What follows belongs to an exercise in optimizing a design on an open flow for small area and a short achievable clock period; a production flow would make more cautious choices. No run shown here included a check of the RTL's function; only the layout flow was run. Power and IR drop assume default switching activity.

[flow/flow/run.sh]
#!/bin/bash
# The standard layout (standard.sh), with these changes:
# - the smallest buffer on every input and output port instead of the default delay buffer;
# - ABC told to expect a light load on each gate output, so that it does not upsize cells before
#   placement (the resizer sizes them later from the real loads);
# - timing repair up to clock tree synthesis aims for a setup slack margin, so that the layout
#   runs faster than the 5 ns clock; repair after global routing aims for the same margin.
# Each tool's output goes to the ORFS logs under orfs/logs; make's own output goes to
# flow_make_*.log here.
set -euo pipefail
export BUFFER_PORTS_ARGS="-buffer_cell sky130_fd_sc_hd__buf_1"
bash standard.sh ABC_LOAD_IN_FF=1 SETUP_SLACK_MARGIN=1.5 TNS_END_PERCENT=100 cts \
  > flow_make_cts.log 2>&1
bash standard.sh ABC_LOAD_IN_FF=1 SETUP_SLACK_MARGIN=1.5 TNS_END_PERCENT=50 finish \
  > flow_make_finish.log 2>&1
[flow/standard.sh]
#!/bin/bash
# synth_recipe.tcl (not shown) runs the flow's synth.tcl, then flattens the netlist and writes it again
# the make line also repeats each setting of config.mk as NAME=value (left out here)
make -C /OpenROAD-flow-scripts/flow DESIGN_CONFIG=/design/flow/config.mk WORK_HOME=/design/flow/orfs CLKGATE_MAP_FILE= SYNTH_SCRIPT=/design/flow/synth_recipe.tcl "${@:-finish}"
[flow/config.mk]
export PLATFORM = sky130hd
export DESIGN_NAME = stream_minhash_sketcher
export DESIGN_NICKNAME = stream_minhash_sketcher
export VERILOG_FILES = /design/flow/design.v
export SDC_FILE = /design/flow/constraint.sdc
export NUM_CORES = 4
export LEC_CHECK = 0
export CAP_MARGIN = 20
export CORE_MARGIN = 2
export CORE_UTILIZATION = 40
export CTS_BUF_LIST = sky130_fd_sc_hd__clkbuf_4 sky130_fd_sc_hd__clkbuf_8
export SLEW_MARGIN = 20
export SYNTH_HIERARCHICAL = 1
export SYNTH_MINIMUM_KEEP_SIZE = 0
[flow/constraint.sdc]
create_clock -name core_clock -period 5.0 [get_ports {clk}]
set_input_delay 1.0000 -clock core_clock [delete_from_list [all_inputs] [get_ports {clk}]]
set_output_delay 1.0000 -clock core_clock [all_outputs]
set_load 0.01 [all_outputs]
[flow/design.v]
module stream_minhash_sketcher #(
  parameter int unsigned SKETCH_SIZE         = 16,
  parameter int unsigned H1_WIDTH            = 32,
  parameter int unsigned H2_WIDTH            = 32,
  parameter int unsigned LOG2_NUM_OF_BUCKETS = 8,
  parameter int unsigned DEDUP               = 1,
  parameter int unsigned CNT_WIDTH           = 16
) (
  input  logic                                       clk,
  input  logic                                       reset_n,
  input  logic                                       in_valid,
  output logic                                       in_ready,
  input  logic [H1_WIDTH-1:0]                        in_h1,
  input  logic [H2_WIDTH-1:0]                        in_h2,
  input  logic                                       in_last,
  output logic                                       sketch_valid,
  input  logic                                       sketch_ready,
  output logic [SKETCH_SIZE*LOG2_NUM_OF_BUCKETS-1:0] sketch_bucket,
  output logic [SKETCH_SIZE*H1_WIDTH-1:0]            sketch_h1,
  output logic [$clog2(SKETCH_SIZE+1)-1:0]           sketch_count,
  output logic [CNT_WIDTH-1:0]                       kmer_count
);
  localparam int unsigned S  = SKETCH_SIZE;
  localparam int unsigned W  = H1_WIDTH;
  localparam int unsigned L  = LOG2_NUM_OF_BUCKETS;
  localparam int unsigned CW = $clog2(SKETCH_SIZE + 1);
  localparam int unsigned N  = W + L + 1;    
  logic           started, done_q;
  logic           accept, clear;
  logic [N-1:0]   ent_q [S];
  logic [N-1:0]   ent_d [S];
  logic [N-1:0]   nx_ent;
  logic [W-1:0]   xn;
  logic [S-1:0]   v_q, c_gt;
  logic [S-1:0]   sel_new, sel_sh, sel_keep;
  logic [CNT_WIDTH-1:0] kmer_q;
  always_ff @(posedge clk or negedge reset_n) begin
    if (!reset_n) started <= 1'b0;
    else          started <= 1'b1;
  end
  always_ff @(posedge clk or negedge reset_n) begin
    if (!reset_n)                 done_q <= 1'b0;
    else if (done_q)              done_q <= !sketch_ready;
    else if (in_valid && started) done_q <= in_last;
  end
  assign in_ready     = started & ~done_q;
  assign sketch_valid = done_q;
  assign accept       = in_valid & started & ~done_q;
  assign clear        = (done_q & sketch_ready) | ~started;
  assign nx_ent = clear ? {1'b0, {L{1'b0}}, {W{1'b1}}} : {1'b1, in_h2[L-1:0], in_h1};
  assign xn     = ~in_h1;
  logic [S-1:0] vn, c_lt, gtn, ltn, ins;
  logic [S-1:0] nor_pre;              
  logic         acceptn, clearn;
  assign acceptn = ~accept;
  assign clearn  = ~clear;
  for (genvar g = 0; g < S; g++) begin : g_cmp
    assign v_q[g] = ent_q[g][N-1];
    assign vn[g]  = ~ent_q[g][N-1];
    mh_cmp #(.W(W)) u_cmp (.q(ent_q[g][W-1:0]), .xn(xn), .gt(c_gt[g]), .lt(c_lt[g]));
    mh_nor2  u_gtn (.a(vn[g]), .b(c_gt[g]), .y(gtn[g]));
    mh_nand2 u_ltn (.a(v_q[g]), .b(c_lt[g]), .y(ltn[g]));
    if (g == 0) begin : g_ins0
      mh_nor2 u_ins (.a(acceptn), .b(gtn[0]), .y(ins[0]));
    end else begin : g_ins
      mh_nor3 u_ins (.a(acceptn), .b(ltn[g-1]), .c(gtn[g]), .y(ins[g]));
    end
  end
  for (genvar q = 0; q < S / 4; q++) begin : g_grp
    mh_inv  u_p0 (.a(ins[4*q]), .y(nor_pre[4*q]));
    mh_nor2 u_p1 (.a(ins[4*q]), .b(ins[4*q+1]), .y(nor_pre[4*q+1]));
    mh_nor3 u_p2 (.a(ins[4*q]), .b(ins[4*q+1]), .c(ins[4*q+2]), .y(nor_pre[4*q+2]));
    mh_nor4 u_p3 (.a(ins[4*q]), .b(ins[4*q+1]), .c(ins[4*q+2]), .d(ins[4*q+3]),
                  .y(nor_pre[4*q+3]));
  end
  logic [S-1:0] none, insn, sel_keep_b;
  logic [3:0]   t [S];
  for (genvar g = 0; g < S; g++) begin : g_sel
    for (genvar k = 0; k < 4; k++) begin : g_t
      if (k < g / 4)       assign t[g][k] = nor_pre[4*k+3];
      else if (k == g / 4) assign t[g][k] = nor_pre[g];
      else                 assign t[g][k] = 1'b1;
    end
    if (g < 4) begin : g_n1
      assign none[g] = t[g][0];
    end else if (g < 8) begin : g_n2
      mh_and2 u_none (.a(t[g][0]), .b(t[g][1]), .y(none[g]));
    end else if (g < 12) begin : g_n3
      mh_and3 u_none (.a(t[g][0]), .b(t[g][1]), .c(t[g][2]), .y(none[g]));
    end else begin : g_n4
      mh_and4 u_none (.a(t[g][0]), .b(t[g][1]), .c(t[g][2]), .d(t[g][3]), .y(none[g]));
    end
    mh_inv   u_insn (.a(ins[g]), .y(insn[g]));
    mh_nand2 u_new  (.a(clearn), .b(insn[g]), .y(sel_new[g]));
    mh_and2  u_keepb (.a(none[g]), .b(clearn), .y(sel_keep_b[g]));
    if (g == 0) begin : g_sh0
      assign sel_sh[0] = 1'b0;
    end else if (g - 1 < 4) begin : g_sh1
      mh_inv u_sh (.a(t[g-1][0]), .y(sel_sh[g]));
    end else if (g - 1 < 8) begin : g_sh2
      mh_nand2 u_sh (.a(t[g-1][0]), .b(t[g-1][1]), .y(sel_sh[g]));
    end else if (g - 1 < 12) begin : g_sh3
      mh_nand3 u_sh (.a(t[g-1][0]), .b(t[g-1][1]), .c(t[g-1][2]), .y(sel_sh[g]));
    end else begin : g_sh4
      mh_nand4 u_sh (.a(t[g-1][0]), .b(t[g-1][1]), .c(t[g-1][2]), .d(t[g-1][3]), .y(sel_sh[g]));
    end
  end
  assign sel_keep = none;
  for (genvar g = 0; g < S; g++) begin : g_slot
    for (genvar b = 0; b < N; b++) begin : g_bit
      if (g == 0) begin : g_first
        mh_mux2 u_mux (.sa(sel_new[g]), .a(nx_ent[b]), .sb(b < W ? sel_keep[g] : sel_keep_b[g]), .b(ent_q[g][b]),
                       .y(ent_d[g][b]));
      end else begin : g_rest
        mh_mux3 u_mux (.sa(sel_new[g]), .a(nx_ent[b]), .sb(sel_sh[g]), .b(ent_q[g-1][b]),
                       .sc(b < W ? sel_keep[g] : sel_keep_b[g]), .c(ent_q[g][b]), .y(ent_d[g][b]));
      end
    end
  end
  always_ff @(posedge clk) begin
    for (int unsigned i = 0; i < S; i++) ent_q[i] <= ent_d[i];
  end
  always_ff @(posedge clk) begin
    if (clear)                       kmer_q <= '0;
    else if (accept && kmer_q != '1) kmer_q <= kmer_q + 1'b1;
  end
  always_comb begin
    sketch_count = '0;
    for (int unsigned i = 0; i < S; i++)
      if (v_q[i]) sketch_count = CW'(i + 1);
  end
  for (genvar g = 0; g < S; g++) begin : g_pack
    assign sketch_h1[g*W +: W]     = ent_q[g][W-1:0];
    assign sketch_bucket[g*L +: L] = ent_q[g][W+L-1:W];
  end
  assign kmer_count = kmer_q;
endmodule
module mh_mux3 (
  input  logic sa, a, sb, b, sc, c,
  output logic y
);
  assign y = (sa & a) | (sb & b) | (sc & c);
endmodule
module mh_mux2 (
  input  logic sa, a, sb, b,
  output logic y
);
  assign y = (sa & a) | (sb & b);
endmodule
module mh_cmp_leaf (
  input  logic q, xn,
  output logic gn, l
);
  assign gn = ~(q & xn);
  assign l  = ~(q | xn);
endmodule
module mh_cmp_node_a (
  input  logic gn1, l1, gn0, l0,
  output logic g, ln
);
  assign g  = ~(gn1 & (l1 | gn0));
  assign ln = ~(l1 | (gn1 & l0));
endmodule
module mh_cmp_node_b (
  input  logic g1, ln1, g0, ln0,
  output logic gn, l
);
  assign gn = ~(g1 | (ln1 & g0));
  assign l  = ~(ln1 & (g1 | ln0));
endmodule
module mh_cmp_node_c (
  input  logic gn1, l1, gn0, l0,
  output logic g, l
);
  assign g = ~(gn1 & (l1 | gn0));
  assign l = l1 | (gn1 & l0);
endmodule
module mh_cmp #(
  parameter int unsigned W = 32
) (
  input  logic [W-1:0] q,
  input  logic [W-1:0] xn,
  output logic         gt,
  output logic         lt
);
  logic [31:0] gn0, l0;       
  logic [15:0] g1, ln1;       
  logic [7:0]  gn2, l2;       
  logic [3:0]  g3, ln3;       
  logic [1:0]  gn4, l4;       
  for (genvar k = 0; k < 32; k++) begin : g_l0
    mh_cmp_leaf u (.q(q[k]), .xn(xn[k]), .gn(gn0[k]), .l(l0[k]));
  end
  for (genvar k = 0; k < 16; k++) begin : g_l1
    mh_cmp_node_a u (.gn1(gn0[2*k+1]), .l1(l0[2*k+1]), .gn0(gn0[2*k]), .l0(l0[2*k]),
                     .g(g1[k]), .ln(ln1[k]));
  end
  for (genvar k = 0; k < 8; k++) begin : g_l2
    mh_cmp_node_b u (.g1(g1[2*k+1]), .ln1(ln1[2*k+1]), .g0(g1[2*k]), .ln0(ln1[2*k]),
                     .gn(gn2[k]), .l(l2[k]));
  end
  for (genvar k = 0; k < 4; k++) begin : g_l3
    mh_cmp_node_a u (.gn1(gn2[2*k+1]), .l1(l2[2*k+1]), .gn0(gn2[2*k]), .l0(l2[2*k]),
                     .g(g3[k]), .ln(ln3[k]));
  end
  for (genvar k = 0; k < 2; k++) begin : g_l4
    mh_cmp_node_b u (.g1(g3[2*k+1]), .ln1(ln3[2*k+1]), .g0(g3[2*k]), .ln0(ln3[2*k]),
                     .gn(gn4[k]), .l(l4[k]));
  end
  mh_cmp_node_c u_root (.gn1(gn4[1]), .l1(l4[1]), .gn0(gn4[0]), .l0(l4[0]), .g(gt), .l(lt));
endmodule
module mh_inv (input logic a, output logic y);
  assign y = ~a;
endmodule
module mh_nor2 (input logic a, b, output logic y);
  assign y = ~(a | b);
endmodule
module mh_nand2 (input logic a, b, output logic y);
  assign y = ~(a & b);
endmodule
module mh_nor3 (input logic a, b, c, output logic y);
  assign y = ~(a | b | c);
endmodule
module mh_nor4 (input logic a, b, c, d, output logic y);
  assign y = ~(a | b | c | d);
endmodule
module mh_and2 (input logic a, b, output logic y);
  assign y = a & b;
endmodule
module mh_and3 (input logic a, b, c, output logic y);
  assign y = a & b & c;
endmodule
module mh_nand3 (input logic a, b, c, output logic y);
  assign y = ~(a & b & c);
endmodule
module mh_and4 (input logic a, b, c, d, output logic y);
  assign y = a & b & c & d;
endmodule
module mh_nand4 (input logic a, b, c, d, output logic y);
  assign y = ~(a & b & c & d);
endmodule
module mh_o21ai (input logic a1, a2, b1, output logic y);
  assign y = ~((a1 | a2) & b1);
endmodule
module mh_o31ai (input logic a1, a2, a3, b1, output logic y);
  assign y = ~((a1 | a2 | a3) & b1);
endmodule
==> results of run 1 <==
-- power breakdown --
| group | leakage [nW] | switching (mW) | internal, mW | total, mW |
|---|---|---|---|---|
| logic | 11.8 | 7.08 | 3.91 | 11.0 |
| clock network | 1.41 | 2.55 | 3.18 | 5.73 |
| registers | 5.61 | 2.11 | 6.90 | 9.02 |
-- through the flow --
step	hold WS, ns	std cells	util	power (mW)	TNS, ns
after floorplan	0.4578	4897	-	14.84	-154.60
after global placement	0.4632	6436	0.4211	17.63	-28.40
after detailed placement	0.4688	6436	0.4211	17.84	-33.11
after CTS	0.3712	6786	0.4755	24.30	0
after global routing	0.4409	6871	0.5039	26.85	0
final	0.4446	6871	0.5039	25.74	0
-- registers in the layout (all words and copies together), names as in the netlist --
register,cells
ent_q,656
kmer_q,16
started,1
done_q,1
-- how the worst min path moves through the flow --
| stage | start | endpoint | slack, ns | depth (start not counted) |
|---|---|---|---|---|
| 5_1_grt | in_last | done_q | 0.44 | 3 |
| 3_3_place_gp | ent_q[15][36] | ent_q[15][36] | 0.46 | 2 |
| 6_report | in_last | done_q | 0.44 | 3 |
| 3_5_place_dp | ent_q[15][36] | ent_q[15][36] | 0.47 | 2 |
| 4_1_cts | in_last | done_q | 0.37 | 3 |
| 2_1_floorplan | ent_q[13][32] | ent_q[14][32] | 0.46 | 2 |
-- cell type report --
class / instances / area [um2]
clock buffer: 188 / 2337
tap: 1254 / 1569
sequential: 674 / 13500
timing repair buffer: 1085 / 7238
inverter: 695 / 2734
antenna: 2 / 5.005
fill: 9126 / 46170
multi-input combinational: 2921 / 19050
clock inverter: 31 / 297.8
timing repair inverter: 21 / 152.6
-- placed cells by master (no fill, tap or decap), drive strengths merged, types with 5 or more instances in the layout --
cell and n:
clkinv 24, and3 6, mux2i 5, a21oi 489, nor2 540, dfxtp 672, nand2 593, buf 1056
o21ai 500, clkbuf 214, inv 665, nor3 23, nand4 11, a222oi 615, clkinvlp 54, and2 28
nor4 10, a22o 41, a21o 16, and4 5, nand3 10
-- worst max-delay path, cell delays in order --
cell        delay, ns
buf_12           0.08
clkinvlp_4       0.19
buf_6            0.19
buf_8            0.14
nor2_2           0.11
o21ai_0          0.10
a21oi_1          0.27
o21ai_2          0.16
a21oi_2          0.20
buf_4            0.17
o21ai_2          0.07
nor2_2           0.17
nor3_4           0.06
nor4_4           0.31
buf_4            0.21
and4_4           0.29
buf_4            0.33
a222oi_1         0.16
inv_1            0.09
-- metal layers --
metal | global-route usage | wire length, um | up-vias
met5 | 0 | 13 | -
met4 | 0.2196 | 14940 | 2
met3 | 0.1036 | 23290 | 585
met2 | 0.5481 | 80830 | 2842
met1 | 0.4169 | 65590 | 20280
li1 | - | - | 18650
-- what timing repair did --
| action | in CTS | in global routing |
|---|---|---|
| gates resized for setup | 428 | 495 |
| setup endpoints to repair | 626 | 521 |
| pin swaps | 57 | 280 |
| hold buffers | 1 | 0 |
| setup buffers | 104 | 55 |
| hold endpoints to repair | 2 | 0 |
| cloned | 26 | 27 |
==> results_dict.tcl, run 1 <==
set metrics [dict create \
    post-route-min-period_ns 3.610 \
    htreeDepth 3 \
    clk_pin_slew_ns 0.06 \
    startpoint "in_h1[7]" \
    grt_usage 0.3489 \
    clk_path_buf_depth 3 \
    r2r_cells 17 \
    antenna_found_initial 2 \
    grt_first_pass_wirelength_um 248200 \
    cts_sinks 674 \
    post-place-ws_ns -0.5294 \
    grt_max_degree 80 \
    core-area_mm2 0.09305 \
    hold_path.class "in2reg" \
    drt_iter0_markers 8402 \
    row_count 112 \
    finalCritPeriodShare 0.7220 \
    ant_nets 0 \
    crit_required_ns 5.73 \
    endpoint "ent_q[14][11]" \
    rr_startpoint "ent_q[4][30]" \
    die_area_mm2 0.09598 \
    setup_viol 0 \
    final_cell_area_mm2 0.04688 \
    routed_wl_um 184700 \
    die_w_um 309.8 \
    cts_buffers 121 \
    syn-num-nets 4967 \
    grt_pass1_vias 36350 \
    avgSynthCellArea_um2 7.639 \
    critPathCaptureType "register" \
    place.detailed.hpwl_um 128100 \
    grt_overflow 0 \
    drc_errors 0 \
    tightest_slew_ns 1.111 \
    regToRegSetupSlack_ns 1.62 \
    die_h_um 309.8 \
    drv_slew 0 \
    crit_path_max_fanout 16 \
    cts_tree "yes" \
    dpl_cell_area_mm2 0.03919 \
    wl_per_cell_um 26.88 \
    p_leak_nw 18.80 \
    ios 732 \
    syn_area_mm2 0.03741 \
    numPortBuffers 707 \
    rsz0062_at_grt "yes" \
    root_buffer "clkbuf_8" \
    arrival_ns 4.34 \
    drive_above_1_share 0.1966 \
    ys_warn_count 12 \
    fin_ws_ns 1.390 \
    nets 5589 \
    place_congestion 0.9745 \
    clock_skew_ns 0.07067 \
    ir_worst_vdd_uv 269.6 \
    r2r-end "ent_q[9][2]" \
    timing.max_cap.violations 0 \
    clkLatencyLatePin_ns 0.84 \
    crit_type "in2reg" \
    dr.pass1.iters 14 \
    via_count 42360 \
    vias_per_cell 6.165 \
    syn2layout_area_growth_pct 25.33 \
    postSynthCellCount 4897 \
    timing.fmax_mhz 277.0 \
    max_slew_margin 0.2588 \
    start_util 0.4020 \
    start_kind "primary input" \
    finalHoldViolCount 0 \
    status "complete, no violations" \
    p_per_area_mw_per_mm2 549.0 \
]
==> run 2: changes to the inputs <==
==> flow/flow/run.sh (replaced) <==
#!/bin/bash
# The standard layout (standard.sh), with two changes: the smallest buffer on every input and
# output port instead of the default delay buffer, and ABC told to expect a light load on each
# gate output so that it does not upsize cells before placement (the resizer sizes them later
# from the real loads). Each tool's output goes to the ORFS logs under orfs/logs; make's own
# output goes to flow_make.log here.
set -euo pipefail
export BUFFER_PORTS_ARGS="-buffer_cell sky130_fd_sc_hd__buf_1"
bash standard.sh ABC_LOAD_IN_FF=1 finish > flow_make.log 2>&1
--- a/flow/config.mk
+++ b/flow/config.mk
@@ -10,4 +10,5 @@
 export CORE_UTILIZATION = 40
 export CTS_BUF_LIST = sky130_fd_sc_hd__clkbuf_4 sky130_fd_sc_hd__clkbuf_8
+export SETUP_SLACK_MARGIN = 1.0
 export SLEW_MARGIN = 20
 export SYNTH_HIERARCHICAL = 1
==> run 2 against run 1 <==
Compared with the run above: sequential power down 0.7%; synthesized cell count unchanged; cell area down 7.8%; clock skew down 0.0073 ns; global-route usage down 1.1 points; critical path type unchanged.
==> results_dict.tcl, run 2 <==
set metrics [dict create \
    grt_max_degree 80 \
    nets 5487 \
    syn-num-nets 4967 \
    drive_above_1_share 0.1255 \
    largest_reg_flops 656 \
    postSynthCellCount 4897 \
    setup_viol 0 \
    finalCritPeriodShare 0.7854 \
    syn2layout_area_growth_pct 15.51 \
    routed_wl_um 175200 \
    cts_sinks 674 \
    clk_path_buf_depth 3 \
    start_util 0.4020 \
    timing.max_cap.violations 0 \
    hold_path.class "in2reg" \
    fin_hold_ws_ns 0.4507 \
    cts_buffers 121 \
    cts_tree "yes" \
    crit_chain "clkbuf_2 -> clkinvlp_4 -> buf_4 -> buf_4 -> nor2_1 -> o21ai_0 -> a21oi_1 -> o21ai_1 -> o21ai_1 -> o21ai_0 -> nor2_1 -> nor3_4 -> nor4_4 -> buf_12 -> buf_16 -> nand3_4 -> buf_12 -> buf_4 -> a222oi_1 -> inv_1" \
    top_register "ent_q" \
    ir_worst_vdd_uv 237.2 \
    place.detailed.hpwl_um 128100 \
    power_mw 24.15 \
    p_per_area_mw_per_mm2 558.9 \
    final_cell_area_mm2 0.04321 \
    drt_iter0_markers 7512 \
    final_cell_mix "buf_1 (693), dfxtp_1 (672), inv_1 (657), a222oi_1 (615), nand2_1 (573)" \
    crit_required_ns 5.68 \
    critPathSlowestCell "nor4_4" \
    htreeDepth 3 \
    row_count 112 \
    crit_type "in2reg" \
    grt_first_pass_wirelength_um 240500 \
    max_slew_margin 0.2614 \
    p_leak_nw 17.61 \
    ios 732 \
    post-route-min-period_ns 3.927 \
    grt_pass1_vias 35200 \
    via_count 41010 \
    start_kind "primary input" \
    syn_area_mm2 0.03741 \
    reg.largest.list "ent_q: 656 flops, kmer_q: 16 flops" \
    tightest_slew_ns 1.107 \
    ant_nets 0 \
    timing.fmax_mhz 254.7 \
    antenna_found_initial 2 \
    grt_usage 0.3374 \
    core-area_mm2 0.09305 \
    die_w_um 309.8 \
    numPortBuffers 707 \
    grt_overflow 0 \
    rsz0062_at_grt "yes" \
    dpl_cell_area_mm2 0.03919 \
    finalHoldViolCount 0 \
    dr.pass1.iters 11 \
    n_fill_cell 9572 \
    clk_pin_slew_ns 0.06 \
    root_buffer "clkbuf_8" \
    layout_commonest_cell "buf_1" \
    critPathCaptureType "register" \
    ys_warn_count 12 \
    die_h_um 309.8 \
    place_congestion 0.9745 \
    die_area_mm2 0.09598 \
    avgSynthCellArea_um2 7.639 \
    clkLatencyLatePin_ns 0.83 \
    clock_skew_ns 0.06341 \
    max_stage_delay_ns 0.37 \
    crit_path_max_fanout 25 \
    wl_per_cell_um 25.89 \
    cp_common_cell "buf_4" \
    arrival_ns 4.60 \
    drv_slew 0 \
    status "complete, no violations" \
    drc_errors 0 \
    vias_per_cell 6.058 \
    setup_tns_ns 0 \
]
==> run 2: cell types whose count changed in the layout (fill, tap and decap cells not counted), moves of 27 or more <==
cell / before / now
nor2_2: 53 / 20
o21ai_0: 250 / 409
a21oi_1: 353 / 461
buf_12: 71 / 44
o21ai_1: 132 / 77
a21oi_2: 91 / 27
o21ai_4: 33 / 0
buf_6: 52 / 9
o21ai_2: 85 / 14
a21oi_4: 45 / 1
nor2_1: 466 / 518
==> run 2: report_power, final <==
part | internal [mW] | total [mW] | switching, mW
combinational | 3.14 | 9.48 | 6.34
clock | 3.18 | 5.71 | 2.54
sequential | 6.90 | 8.96 | 2.05
==> run 2: stage by stage <==
step           utilization  worst slack, ns  instances
5_1_grt             0.4644           0.9343       6769
4_1_cts             0.4532            1.002       6684
3_5_place_dp        0.4211          -0.5294       6436
2_1_floorplan            -          -0.5366       4897
3_3_place_gp        0.4211          -0.4607       6436
6_report            0.4644            1.073       6769
==> run 2: final cells by class <==
cell class / instances / area [um2] / area share
multi-input combinational: 2921 / 17180 / 0.3976
sequential: 674 / 13500 / 0.3125
timing repair buffer: 988 / 5473 / 0.1267
inverter: 695 / 2731 / 0.06321
clock buffer: 188 / 2337 / 0.05409
tap: 1254 / 1569 / 0.03631
clock inverter: 31 / 297.8 / 0.006891
timing repair inverter: 16 / 115.1 / 0.002664
antenna: 2 / 5.005 / 0.0001158
==> run 2: worst paths after layout <==
path                       slack [ns]            end  cells past startpoint     startpoint
max                              1.07   ent_q[11][1]                     20      in_h1[29]
min                              0.45         done_q                      3        in_last
max reg2reg                      1.30   ent_q[9][33]                     15   ent_q[6][31]
min reg2reg                      0.48  ent_q[15][36]                      2  ent_q[15][36]
max in group asynchronous        4.35        started                      2        reset_n
min in group asynchronous        0.53         done_q                      2        reset_n
==> run 2: worst max-delay path: cells and delay by family <==
kind / cells / cell delay (ns)
simple gates: 5 / 0.86
compound gates: 6 / 1.25
buf+inv: 9 / 1.44
==> run 2: repair_timing <==
action,CTS,global route
hold buffers,1,0
hold endpoints to repair,2,0
setup buffers,22,67
gates resized for setup,31,145
gates cloned,6,15
pin swaps,2,13
setup endpoints to repair,482,578
==> run 2: metal layers <==
| layer | wire length [um] | share of wire | GRT usage | vias up |
|---|---|---|---|---|
| met1 | 63580 | 0.36 | 0.4072 | 19480 |
| met3 | 22010 | 0.13 | 0.09516 | 495 |
| met5 | 0 | 0 | 0 | - |
| met2 | 76790 | 0.44 | 0.5294 | 2608 |
| li1 | - | - | - | 18430 |
| met4 | 12860 | 0.073 | 0.2115 | 0 |

-- re-timing with driven ports --
The flow's constraints put no driver on any port. The routed layouts listed below were extracted and timed again, unchanged, in two steps. Step 1: set_driving_cell puts a clkbuf_16 on clk and a buf_2 on each other input, an assumption about the parent block. Step 2 times the ports against the registers' clock, not the clock port: input delays grow and output delays shrink by t, the midpoint of the rising clock arrivals with the driver on. Slacks: ideal ports / drivers / drivers and shift; pairs: ideal ports / drivers.
| run | t, ns | slack for setup (ns) | worst hold slack (ns) | latest minus earliest clock arrival (ns) | pins driven straight from the clock port |
|---|---|---|---|---|---|
| run 1 | 0.877 | 1.390 / 1.395 / 0.519 | 0.445 / 0.397 / 0.488 | 0.071 / 0.071 | 1 |
| run 2 | 0.865 | 1.073 / 1.114 / 0.250 | 0.451 / 0.404 / 0.479 | 0.064 / 0.063 | 1 |
After both steps setup and hold are still met in every run listed. The setup slack of run 1, which loses most, moves by +0.005 ns with the drivers and by -0.871 ns with both steps.
